This is an optimization exercise on Yosys and OpenROAD, whose aim is small area, not a production implementation. Where RTL was checked, it was by simulation tests only, not by an equivalence proof against the original. Power and IR drop assume default switching activity.

==> module aluUnit, before the edit <==
module aluUnit (
        input  logic                   Clock,
        input  logic                   arstN,
        input  logic                   Yin,
        input  logic                   Zin,
        input  logic                   IncPC,
        input  logic [4:0]             operation,
        input  logic [32-1:0] busData,
        output logic [32-1:0] zLowWord,
        output logic                   zHighBit,
        output logic                   zValid
);
        logic [32-1:0] yReg;
        logic                   yValid;
        logic [32-1:0] zLowReg;
        logic                   zHighReg;
        logic       useY, invB, carryIn, signHigh;
        logic       selSum, selAnd, selOr, selShr, selShl;
        logic [2:0] op3;
        assign op3      = operation[2:0];
        assign useY     = ~IncPC & ~operation[4];
        assign invB     = ~IncPC & (operation[4] | op3 == 3'b100);
        assign carryIn  = IncPC | (operation[4] ? ~operation[0] : op3 == 3'b100);
        assign signHigh = useY & (op3 == 3'b011 | op3 == 3'b100);
        assign selSum   = ~useY | op3 == 3'b011 | op3 == 3'b100;
        assign selAnd   = useY & op3 == 3'b101;
        assign selOr    = useY & op3 == 3'b110;
        assign selShr   = useY & op3 == 3'b111;
        assign selShl   = useY & op3 == 3'b001;
        logic [32-1:0] aWord, bWord;
        logic [32:0]   sumExt;
        logic [32-1:0] shrWord, shlWord;
        logic [32-1:0] result;
        logic                   signBit;
        assign aWord  = yReg & {32{useY & yValid}};
        assign bWord  = busData ^ {32{invB}};
        localparam int BlockBits = 4;
        localparam int Blocks    = 32 / BlockBits;
        logic [32:0]   rippleCarry;    
        logic [32-1:0] sum0;           
        logic [32-1:0] incMask;        
        logic [Blocks-1:0]      blockGen;       
        logic [Blocks-1:0]      blockProp;      
        logic [Blocks:0]        blockCarry;     
        always_comb begin
                for (int i = 0; i < 32; i++) begin
                        logic cIn;
                        if (i == 0)                  cIn = carryIn;
                        else if (i % BlockBits == 0) cIn = 1'b0;
                        else                         cIn = rippleCarry[i];
                        sum0[i]          = aWord[i] ^ bWord[i] ^ cIn;
                        rippleCarry[i+1] = (aWord[i] & bWord[i]) | (cIn & (aWord[i] ^ bWord[i]));
                end
                for (int i = 0; i < 32; i++) begin
                        incMask[i] = 1'b1;
                        for (int j = (i / BlockBits) * BlockBits; j < i; j++) begin
                                incMask[i] = incMask[i] & sum0[j];
                        end
                end
                for (int k = 0; k < Blocks; k++) begin
                        blockGen[k]  = rippleCarry[(k + 1) * BlockBits];
                        blockProp[k] = &sum0[k * BlockBits +: BlockBits];
                end
        end
        localparam int Levels = $clog2(Blocks);
        logic [Levels:0][Blocks-1:0] prefixGen, prefixProp;
        always_comb begin
                prefixGen[0]  = blockGen;
                prefixProp[0] = blockProp;
                for (int l = 0; l < Levels; l++) begin
                        for (int k = 0; k < Blocks; k++) begin
                                if (k >= (1 << l)) begin
                                        prefixGen[l+1][k]  = prefixGen[l][k] |
                                                             (prefixProp[l][k] & prefixGen[l][k - (1 << l)]);
                                        prefixProp[l+1][k] = prefixProp[l][k] & prefixProp[l][k - (1 << l)];
                                end else begin
                                        prefixGen[l+1][k]  = prefixGen[l][k];
                                        prefixProp[l+1][k] = prefixProp[l][k];
                                end
                        end
                end
                blockCarry = {prefixGen[Levels], 1'b0};
                for (int i = 0; i < 32; i++) begin
                        sumExt[i] = sum0[i] ^ (blockCarry[i / BlockBits] & incMask[i]);
                end
                sumExt[32] = blockCarry[Blocks];
        end
        assign signBit = aWord[32-1] ^ bWord[32-1] ^ sumExt[32];
        logic [32-1:0] shiftIn, shiftOut;
        always_comb begin
                for (int i = 0; i < 32; i++) begin
                        shiftIn[i] = selShl ? aWord[32-1-i] : aWord[i];
                end
        end
        assign shiftOut = shiftIn >> busData[4:0];
        always_comb begin
                for (int i = 0; i < 32; i++) begin
                        shrWord[i] = shiftOut[i];
                        shlWord[i] = shiftOut[32-1-i];
                end
        end
        assign result = ({32{selSum}} & sumExt[32-1:0]) |
                        ({32{selAnd}} & (aWord & busData)) |
                        ({32{selOr}}  & (aWord | busData)) |
                        ({32{selShr}} & shrWord) |
                        ({32{selShl}} & shlWord);
        always_ff @(posedge Clock) begin
                if (Yin) yReg <= busData;
                if (Zin) begin
                        zLowReg  <= result;
                        zHighReg <= signHigh & signBit;
                end
        end
        always_ff @(posedge Clock or negedge arstN) begin
                if (!arstN) begin
                        yValid <= 1'b0;
                        zValid <= 1'b0;
                end else begin
                        if (Yin) yValid <= 1'b1;
                        if (Zin) zValid <= 1'b1;
                end
        end
        assign zLowWord = zLowReg;
        assign zHighBit = zHighReg;
endmodule
==> flow/config.mk <==
export PLATFORM = sky130hd
export DESIGN_NAME = datapath
export DESIGN_NICKNAME = datapath
export VERILOG_FILES = /design/flow/design.v
export SDC_FILE = /design/flow/constraint.sdc
export NUM_CORES = 4
export LEC_CHECK = 0
export CAP_MARGIN = 20
export CORE_MARGIN = 2
export CORE_UTILIZATION = 40
export SLEW_MARGIN = 20
==> flow/constraint.sdc <==
create_clock -name core_clock -period 10.0 [get_ports {Clock}]
set_input_delay 2.0000 -clock core_clock [delete_from_list [all_inputs] [get_ports {Clock}]]
set_output_delay 2.0000 -clock core_clock [all_outputs]
set_load 0.01 [all_outputs]
standard.sh (not shown) runs the stock make flow with config.mk's settings and CLKGATE_MAP_FILE= SYNTH_SCRIPT=/design/flow/synth_recipe.tcl, a recipe that flattens the netlist after the stock synthesis.
==> flow/flow/run.sh <==
#!/bin/bash
# Layout flow: the standard flow (standard.sh) with two changes after
# synthesis, which is the standard one, unchanged:
#  - port buffers use sky130_fd_sc_hd__buf_1 (every port still gets a buffer)
#  - the clock tree uses clkbuf_8 leaf clusters of up to 16 sinks and no
#    dummy loads
# Each step's output goes to its own log file here; ORFS keeps its own logs
# under orfs/logs.
set -euo pipefail
cd "$(dirname "$0")/.."

bash standard.sh synth > flow_synth.log 2>&1

bash standard.sh \
  'BUFFER_PORTS_ARGS=-buffer_cell sky130_fd_sc_hd__buf_1' \
  'CTS_ARGS=-sink_clustering_enable -repair_clock_nets -dont_use_dummy_load -sink_clustering_size 16 -sink_clustering_max_diameter 100 -buf_list {sky130_fd_sc_hd__clkbuf_8}' \
  finish > flow_layout.log 2>&1
Then changed:
--- a/flow/design.v
+++ b/flow/design.v
@@ -92,19 +92,19 @@
         logic [32:0]   sumExt;
         logic [32-1:0] shrWord, shlWord;
         logic [32-1:0] result;
         logic                   signBit;
         assign aWord  = yReg & {32{useY & yValid}};
         assign bWord  = busData ^ {32{invB}};
-        localparam int BlockBits = 4;
+        localparam int BlockBits = 8;
         localparam int Blocks    = 32 / BlockBits;
         logic [32:0]   rippleCarry;    
         logic [32-1:0] sum0;           
         logic [32-1:0] incMask;        
-        logic [Blocks-1:0]      blockGen;       
-        logic [Blocks-1:0]      blockProp;      
+        logic [Blocks-1:0]      blockOut;       
+        logic [Blocks-1:0]      blockOnes;      
         logic [Blocks:0]        blockCarry;     
         always_comb begin
                 for (int i = 0; i < 32; i++) begin
                         logic cIn;
                         if (i == 0)                  cIn = carryIn;
                         else if (i % BlockBits == 0) cIn = 1'b0;
@@ -116,34 +116,23 @@
                         incMask[i] = 1'b1;
                         for (int j = (i / BlockBits) * BlockBits; j < i; j++) begin
                                 incMask[i] = incMask[i] & sum0[j];
                         end
                 end
                 for (int k = 0; k < Blocks; k++) begin
-                        blockGen[k]  = rippleCarry[(k + 1) * BlockBits];
-                        blockProp[k] = &sum0[k * BlockBits +: BlockBits];
+                        blockOut[k]  = rippleCarry[(k + 1) * BlockBits];
+                        blockOnes[k] = &sum0[k * BlockBits +: BlockBits];
                 end
-        end
-        localparam int Levels = $clog2(Blocks);
-        logic [Levels:0][Blocks-1:0] prefixGen, prefixProp;
-        always_comb begin
-                prefixGen[0]  = blockGen;
-                prefixProp[0] = blockProp;
-                for (int l = 0; l < Levels; l++) begin
-                        for (int k = 0; k < Blocks; k++) begin
-                                if (k >= (1 << l)) begin
-                                        prefixGen[l+1][k]  = prefixGen[l][k] |
-                                                             (prefixProp[l][k] & prefixGen[l][k - (1 << l)]);
-                                        prefixProp[l+1][k] = prefixProp[l][k] & prefixProp[l][k - (1 << l)];
-                                end else begin
-                                        prefixGen[l+1][k]  = prefixGen[l][k];
-                                        prefixProp[l+1][k] = prefixProp[l][k];
-                                end
-                        end
-                end
-                blockCarry = {prefixGen[Levels], 1'b0};
+                blockCarry[0] = 1'b0;
+                blockCarry[1] = blockOut[0];
+                blockCarry[2] = blockOut[1] | (blockOnes[1] & blockOut[0]);
+                blockCarry[3] = blockOut[2] | (blockOnes[2] & blockOut[1]) |
+                                (blockOnes[2] & blockOnes[1] & blockOut[0]);
+                blockCarry[4] = blockOut[3] | (blockOnes[3] & blockOut[2]) |
+                                (blockOnes[3] & blockOnes[2] & blockOut[1]) |
+                                (blockOnes[3] & blockOnes[2] & blockOnes[1] & blockOut[0]);
                 for (int i = 0; i < 32; i++) begin
                         sumExt[i] = sum0[i] ^ (blockCarry[i / BlockBits] & incMask[i]);
                 end
                 sumExt[32] = blockCarry[Blocks];
         end
         assign signBit = aWord[32-1] ^ bWord[32-1] ^ sumExt[32];
Effect: The new run ran to the end with no violations; cell area increases by 2.1%; cell count increases by 4.1%; total power increases by 1.2%; sequential share of layout area decreases by 1.3 points; non-clock buffer count increases by 91; setup slack loses 930 ps.

* * *

indigo:
The RTL this note starts from:
==> flow/design.v <==
`timescale 1ns/1ps
`default_nettype none
module selectEncode (
        input  logic [26:0]            ir,
        input  logic                   irValid,
        input  logic                   GRA,
        input  logic                   GRB,
        input  logic                   GRC,
        input  logic                   Rin,
        input  logic                   Rout,
        input  logic                   BAout,
        output logic [16-1:0]  rIn,
        output logic [16-1:0]  rOut
);
        logic [16-1:0] decA, decB, decC, selOneHot;
        always_comb begin
                for (int i = 0; i < 16; i++) begin
                        decA[i] = (irValid ? ir[26:23] : 4'd0) == i[3:0];
                        decB[i] = (irValid ? ir[22:19] : 4'd0) == i[3:0];
                        decC[i] = (irValid ? ir[18:15] : 4'd0) == i[3:0];
                end
        end
        assign selOneHot = ({16{GRA}} & decA) | ({16{GRB}} & decB) |
                           ({16{GRC}} & decC);
        assign rIn = selOneHot & {16{Rin}};
        always_comb begin
                rOut    = selOneHot & {16{Rout | BAout}};
                rOut[0] = selOneHot[0] & Rout & ~BAout;
        end
endmodule
`default_nettype wire
`timescale 1ns/1ps
`default_nettype none
module registerFile (
        input  logic                                   Clock,
        input  logic                                   arstN,
        input  logic [16-1:0]                  rIn,
        input  logic [32-1:0]                 busData,
        output logic [16-1:0][32-1:0] regWords,
        output logic [16-1:0]                  regValid
);
        logic [16-1:0][32-1:0] regs;
        always_ff @(posedge Clock) begin
                for (int i = 0; i < 16; i++) begin
                        if (rIn[i]) begin
                                regs[i] <= busData;
                        end
                end
        end
        always_ff @(posedge Clock or negedge arstN) begin
                if (!arstN) begin
                        regValid <= '0;
                end else begin
                        regValid <= regValid | rIn;
                end
        end
        assign regWords = regs;
endmodule
`default_nettype wire
`timescale 1ns/1ps
`default_nettype none
module aluUnit (
        input  logic                   Clock,
        input  logic                   arstN,
        input  logic                   Yin,
        input  logic                   Zin,
        input  logic                   IncPC,
        input  logic [4:0]             operation,
        input  logic [32-1:0] busData,
        output logic [32-1:0] zLowWord,
        output logic                   zHighBit,
        output logic                   zValid
);
        logic [32-1:0] yReg;
        logic                   yValid;
        logic [32-1:0] zLowReg;
        logic                   zHighReg;
        logic       useY, invB, carryIn, signHigh;
        logic       selSum, selAnd, selOr, selShr, selShl;
        logic [2:0] op3;
        assign op3      = operation[2:0];
        assign useY     = ~IncPC & ~operation[4];
        assign invB     = ~IncPC & (operation[4] | op3 == 3'b100);
        assign carryIn  = IncPC | (operation[4] ? ~operation[0] : op3 == 3'b100);
        assign signHigh = useY & (op3 == 3'b011 | op3 == 3'b100);
        assign selSum   = ~useY | op3 == 3'b011 | op3 == 3'b100;
        assign selAnd   = useY & op3 == 3'b101;
        assign selOr    = useY & op3 == 3'b110;
        assign selShr   = useY & op3 == 3'b111;
        assign selShl   = useY & op3 == 3'b001;
        logic [32-1:0] aWord, bWord;
        logic [32:0]   sumExt;
        logic [32-1:0] shrWord, shlWord;
        logic [32-1:0] result;
        logic                   signBit;
        assign aWord  = yReg & {32{useY & yValid}};
        assign bWord  = busData ^ {32{invB}};
        localparam int BlockBits = 8;
        localparam int Blocks    = 32 / BlockBits;
        logic [32:0]   rippleCarry;    
        logic [32-1:0] sum0;           
        logic [32-1:0] allOnes;        
        logic [Blocks:0]        blockCarry;     
        always_comb begin
                for (int i = 0; i < 32; i++) begin
                        logic cIn;
                        if (i == 0)                 cIn = carryIn;
                        else if (i % BlockBits == 0) cIn = 1'b0;
                        else                         cIn = rippleCarry[i];
                        sum0[i]          = aWord[i] ^ bWord[i] ^ cIn;
                        rippleCarry[i+1] = (aWord[i] & bWord[i]) | (cIn & (aWord[i] ^ bWord[i]));
                        if (i % BlockBits == 0) allOnes[i] = 1'b1;
                        else                    allOnes[i] = allOnes[i-1] & sum0[i-1];
                end
                blockCarry[0] = 1'b0;
                for (int k = 0; k < Blocks; k++) begin
                        int top;
                        top = (k + 1) * BlockBits - 1;
                        blockCarry[k+1] = rippleCarry[top+1] |
                                          (blockCarry[k] & allOnes[top] & sum0[top]);
                end
                for (int i = 0; i < 32; i++) begin
                        sumExt[i] = sum0[i] ^ (blockCarry[i / BlockBits] & allOnes[i]);
                end
                sumExt[32] = blockCarry[Blocks];
        end
        assign signBit = aWord[32-1] ^ bWord[32-1] ^ sumExt[32];
        logic [32-1:0] shiftIn, shiftOut;
        always_comb begin
                for (int i = 0; i < 32; i++) begin
                        shiftIn[i] = selShl ? aWord[32-1-i] : aWord[i];
                end
        end
        assign shiftOut = shiftIn >> busData[4:0];
        always_comb begin
                for (int i = 0; i < 32; i++) begin
                        shrWord[i] = shiftOut[i];
                        shlWord[i] = shiftOut[32-1-i];
                end
        end
        assign result = ({32{selSum}} & sumExt[32-1:0]) |
                        ({32{selAnd}} & (aWord & busData)) |
                        ({32{selOr}}  & (aWord | busData)) |
                        ({32{selShr}} & shrWord) |
                        ({32{selShl}} & shlWord);
        always_ff @(posedge Clock) begin
                if (Yin) yReg <= busData;
                if (Zin) begin
                        zLowReg  <= result;
                        zHighReg <= signHigh & signBit;
                end
        end
        always_ff @(posedge Clock or negedge arstN) begin
                if (!arstN) begin
                        yValid <= 1'b0;
                        zValid <= 1'b0;
                end else begin
                        if (Yin) yValid <= 1'b1;
                        if (Zin) zValid <= 1'b1;
                end
        end
        assign zLowWord = zLowReg;
        assign zHighBit = zHighReg;
endmodule
`default_nettype wire
`timescale 1ns/1ps
`default_nettype none
module specialRegs (
        input  logic                   Clock,
        input  logic                   arstN,
        input  logic                   PCin,
        input  logic                   IRin,
        input  logic                   MARin,
        input  logic                   MDRin,
        input  logic                   Read,
        input  logic [32-1:0] memDataIn,
        input  logic [32-1:0] busData,
        output logic [26:0]            ir,
        output logic [32-1:0] marData,
        output logic [32-1:0] pcWord,
        output logic [32-1:0] mdrWord,
        output logic                   pcValid,
        output logic                   irValid,
        output logic                   mdrValid
);
        logic [32-1:0] pcReg;
        logic [26:0]            irReg;
        logic [32-1:0] marReg;
        logic [32-1:0] mdrReg;
        always_ff @(posedge Clock) begin
                if (PCin) pcReg <= busData;
                if (IRin) irReg <= busData[26:0];
                if (Read) mdrReg <= memDataIn;
                else if (MDRin) mdrReg <= busData;
        end
        always_ff @(posedge Clock or negedge arstN) begin
                if (!arstN) begin
                        marReg   <= '0;
                        pcValid  <= 1'b0;
                        irValid  <= 1'b0;
                        mdrValid <= 1'b0;
                end else begin
                        if (MARin) marReg <= busData;
                        if (PCin) pcValid <= 1'b1;
                        if (IRin) irValid <= 1'b1;
                        if (Read | MDRin) mdrValid <= 1'b1;
                end
        end
        assign ir      = irReg;
        assign marData = marReg;
        assign pcWord  = pcReg;
        assign mdrWord = mdrReg;
endmodule
`default_nettype wire
`timescale 1ns/1ps
`default_nettype none
module busEncoder (
        input  logic [16-1:0][32-1:0] regWords,
        input  logic [16-1:0]                  rOut,
        input  logic [32-1:0]                 pcWord,
        input  logic [32-1:0]                 mdrWord,
        input  logic [32-1:0]                 zLowWord,
        input  logic                                   zHighBit,
        input  logic [18:0]                            constC,
        input  logic                                   pcSel,
        input  logic                                   mdrSel,
        input  logic                                   zLowSel,
        input  logic                                   zHighSel,
        input  logic                                   cSel,
        output logic [32-1:0]                 busData
);
        logic [32-1:0] cWord;
        assign cWord = {{(32 - 19){constC[18]}}, constC};
        always_comb begin
                busData = ({32{pcSel}} & pcWord) |
                          ({32{mdrSel}} & mdrWord) |
                          ({32{zLowSel}} & zLowWord) |
                          ({32{zHighSel & zHighBit}}) |
                          ({32{cSel}} & cWord);
                for (int i = 0; i < 16; i++) begin
                        busData = busData | ({32{rOut[i]}} & regWords[i]);
                end
        end
endmodule
`default_nettype wire
`timescale 1ns/1ps
`default_nettype none
module datapath (
        input  logic                   Clock,
        input  logic                   arstN,
        input  logic                   PCout,
        input  logic                   Zlowout,
        input  logic                   ZHighout,
        input  logic                   MDRout,
        input  logic                   Cout,
        input  logic                   MARin,
        input  logic                   Zin,
        input  logic                   PCin,
        input  logic                   MDRin,
        input  logic                   IRin,
        input  logic                   Yin,
        input  logic                   IncPC,
        input  logic                   Read,
        input  logic                   GRA,
        input  logic                   GRB,
        input  logic                   GRC,
        input  logic                   Rin,
        input  logic                   Rout,
        input  logic                   BAout,
        input  logic [4:0]             operation,
        input  logic [32-1:0] memDataIn,
        output logic [32-1:0] busData,
        output logic [32-1:0] marData
);
        logic [26:0]                            irWord;
        logic [16-1:0]                  rIn;
        logic [16-1:0]                  rOut;
        logic [16-1:0][32-1:0] regWords;
        logic [16-1:0]                  regValid;
        logic [32-1:0]                 pcWord;
        logic [32-1:0]                 mdrWord;
        logic [32-1:0]                 zLowWord;
        logic                                   zHighBit;
        logic                                   pcValid, irValid, mdrValid, zValid;
        logic [32-1:0]                 busWord;    
        assign busData = busWord;
        selectEncode selectEncode_inst (
                .ir(irWord), .irValid(irValid), .GRA(GRA), .GRB(GRB), .GRC(GRC),
                .Rin(Rin), .Rout(Rout), .BAout(BAout), .rIn(rIn), .rOut(rOut)
        );
        registerFile registerFile_inst (
                .Clock(Clock), .arstN(arstN), .rIn(rIn), .busData(busWord),
                .regWords(regWords), .regValid(regValid)
        );
        aluUnit aluUnit_inst (
                .Clock(Clock), .arstN(arstN), .Yin(Yin), .Zin(Zin), .IncPC(IncPC),
                .operation(operation), .busData(busWord), .zLowWord(zLowWord),
                .zHighBit(zHighBit), .zValid(zValid)
        );
        specialRegs specialRegs_inst (
                .Clock(Clock), .arstN(arstN), .PCin(PCin), .IRin(IRin), .MARin(MARin),
                .MDRin(MDRin), .Read(Read), .memDataIn(memDataIn), .busData(busWord),
                .ir(irWord), .marData(marData), .pcWord(pcWord), .mdrWord(mdrWord),
                .pcValid(pcValid), .irValid(irValid), .mdrValid(mdrValid)
        );
        busEncoder busEncoder_inst (
                .regWords(regWords), .rOut(rOut & regValid), .pcWord(pcWord),
                .mdrWord(mdrWord), .zLowWord(zLowWord), .zHighBit(zHighBit),
                .constC(irWord[18:0]),
                .pcSel(PCout & pcValid), .mdrSel(MDRout & mdrValid),
                .zLowSel(Zlowout & zValid), .zHighSel(ZHighout & zValid),
                .cSel(Cout & irValid), .busData(busWord)
        );
endmodule
`default_nettype wire
clock: 10.0 ns
lec_check: 0
cap_margin: 20
core_margin: 2
core_utilization: 40
slew_margin: 20
run.sh (not shown) runs the stock make flow with config.mk's settings and CLKGATE_MAP_FILE= SYNTH_SCRIPT=/design/flow/synth_recipe.tcl, a recipe that flattens the netlist after the stock synthesis.
Stock flow here: none of the scripts above is used.
#### Input delta (raven over indigo)
--- a/flow/design.v
+++ b/flow/design.v
@@ -94,36 +94,34 @@
         logic [32-1:0] result;
         logic                   signBit;
         assign aWord  = yReg & {32{useY & yValid}};
         assign bWord  = busData ^ {32{invB}};
-        localparam int BlockBits = 8;
-        localparam int Blocks    = 32 / BlockBits;
+        localparam int B1 = 11;
+        localparam int B2 = 22;
         logic [32:0]   rippleCarry;    
         logic [32-1:0] sum0;           
         logic [32-1:0] allOnes;        
-        logic [Blocks:0]        blockCarry;     
+        logic                   blockCarry1, blockCarry2, carryOut;
         always_comb begin
                 for (int i = 0; i < 32; i++) begin
                         logic cIn;
-                        if (i == 0)                 cIn = carryIn;
-                        else if (i % BlockBits == 0) cIn = 1'b0;
-                        else                         cIn = rippleCarry[i];
+                        cIn = (i == 0) ? carryIn : (i == B1 || i == B2) ? 1'b0 : rippleCarry[i];
                         sum0[i]          = aWord[i] ^ bWord[i] ^ cIn;
                         rippleCarry[i+1] = (aWord[i] & bWord[i]) | (cIn & (aWord[i] ^ bWord[i]));
-                        if (i % BlockBits == 0) allOnes[i] = 1'b1;
-                        else                    allOnes[i] = allOnes[i-1] & sum0[i-1];
-                end
-                blockCarry[0] = 1'b0;
-                for (int k = 0; k < Blocks; k++) begin
-                        int top;
-                        top = (k + 1) * BlockBits - 1;
-                        blockCarry[k+1] = rippleCarry[top+1] |
-                                          (blockCarry[k] & allOnes[top] & sum0[top]);
+                        allOnes[i]       = (i == 0 || i == B1 || i == B2) ? 1'b1 : allOnes[i-1] & sum0[i-1];
                 end
+        end
+        assign blockCarry1 = rippleCarry[B1];
+        assign blockCarry2 = rippleCarry[B2] | (blockCarry1 & allOnes[B2-1] & sum0[B2-1]);
+        assign carryOut    = rippleCarry[32] |
+                             (blockCarry2 & allOnes[32-1] & sum0[32-1]);
+        always_comb begin
                 for (int i = 0; i < 32; i++) begin
-                        sumExt[i] = sum0[i] ^ (blockCarry[i / BlockBits] & allOnes[i]);
+                        if (i < B1)      sumExt[i] = sum0[i];
+                        else if (i < B2) sumExt[i] = sum0[i] ^ (blockCarry1 & allOnes[i]);
+                        else             sumExt[i] = sum0[i] ^ (blockCarry2 & allOnes[i]);
                 end
-                sumExt[32] = blockCarry[Blocks];
+                sumExt[32] = carryOut;
         end
         assign signBit = aWord[32-1] ^ bWord[32-1] ^ sumExt[32];
         logic [32-1:0] shiftIn, shiftOut;
         always_comb begin
==> comparison <==
Final checks on raven, whose flow otherwise completed, came back failing, citing negative setup slack.
Compared with indigo, raven instantiates a smaller number of cells.
indigo ended up with met5 as its uppermost layer routed; raven ended up with met4.
Compared indigo against raven; port buffer count within noise.
HPWL after detailed placement improves in raven relative to indigo.
Power dissipated by switching net loads (raven vs. indigo) decreases by a few percent
Die area: indigo and raven compared, higher one is indigo
raven ended up with a higher post-route core utilization than indigo did.
Against indigo, raven reports a post-route minimum period that is higher.
There was hardly any difference in final area between raven and indigo.
Compared with indigo, multi-input combinational gate total in raven decreased by a few percent.
Compared raven against indigo; chip height within noise.
Status: hold slack parity (indigo, raven)
Function was not checked in any run of this note: the RTL went through the layout flow alone.

-- static timing again, ports no longer ideal --
The results above use ideal ports. As a check the final layouts listed here were re-extracted and re-timed, cells and wires unchanged. Step 1, drivers: a clkbuf_16 drives Clock and a buf_2 each remaining input, both assumed. Step 2 also shifts input and output timing later by t, the mid clock arrival at the registers, as if the neighbouring blocks saw the same clock. Slacks: ideal ports / drivers / drivers and shift; pairs: ideal ports / drivers.
| run | t (ns) | slack for setup (ns) | slew at the worst register clock pin (ns) |
|---|---|---|---|
| the first run of note 1 | 0.744 | 1.352 / 1.362 / 0.618 | 0.12 / 0.12 |
| the second run of note 1 | 0.750 | 0.419 / 0.455 / -0.295 | 0.11 / 0.11 |
| indigo | 0.698 | 0.132 / 0.177 / -0.521 | 0.07 / 0.07 |
| raven | 0.711 | -0.226 / -0.213 / -0.924 | 0.07 / 0.07 |
Met with ideal ports but missed after step 2: setup timing in the second run of note 1 and indigo. For the first run of note 1, which loses most, drivers alone change the setup slack by +0.010 ns; drivers and shift together by -0.734 ns.
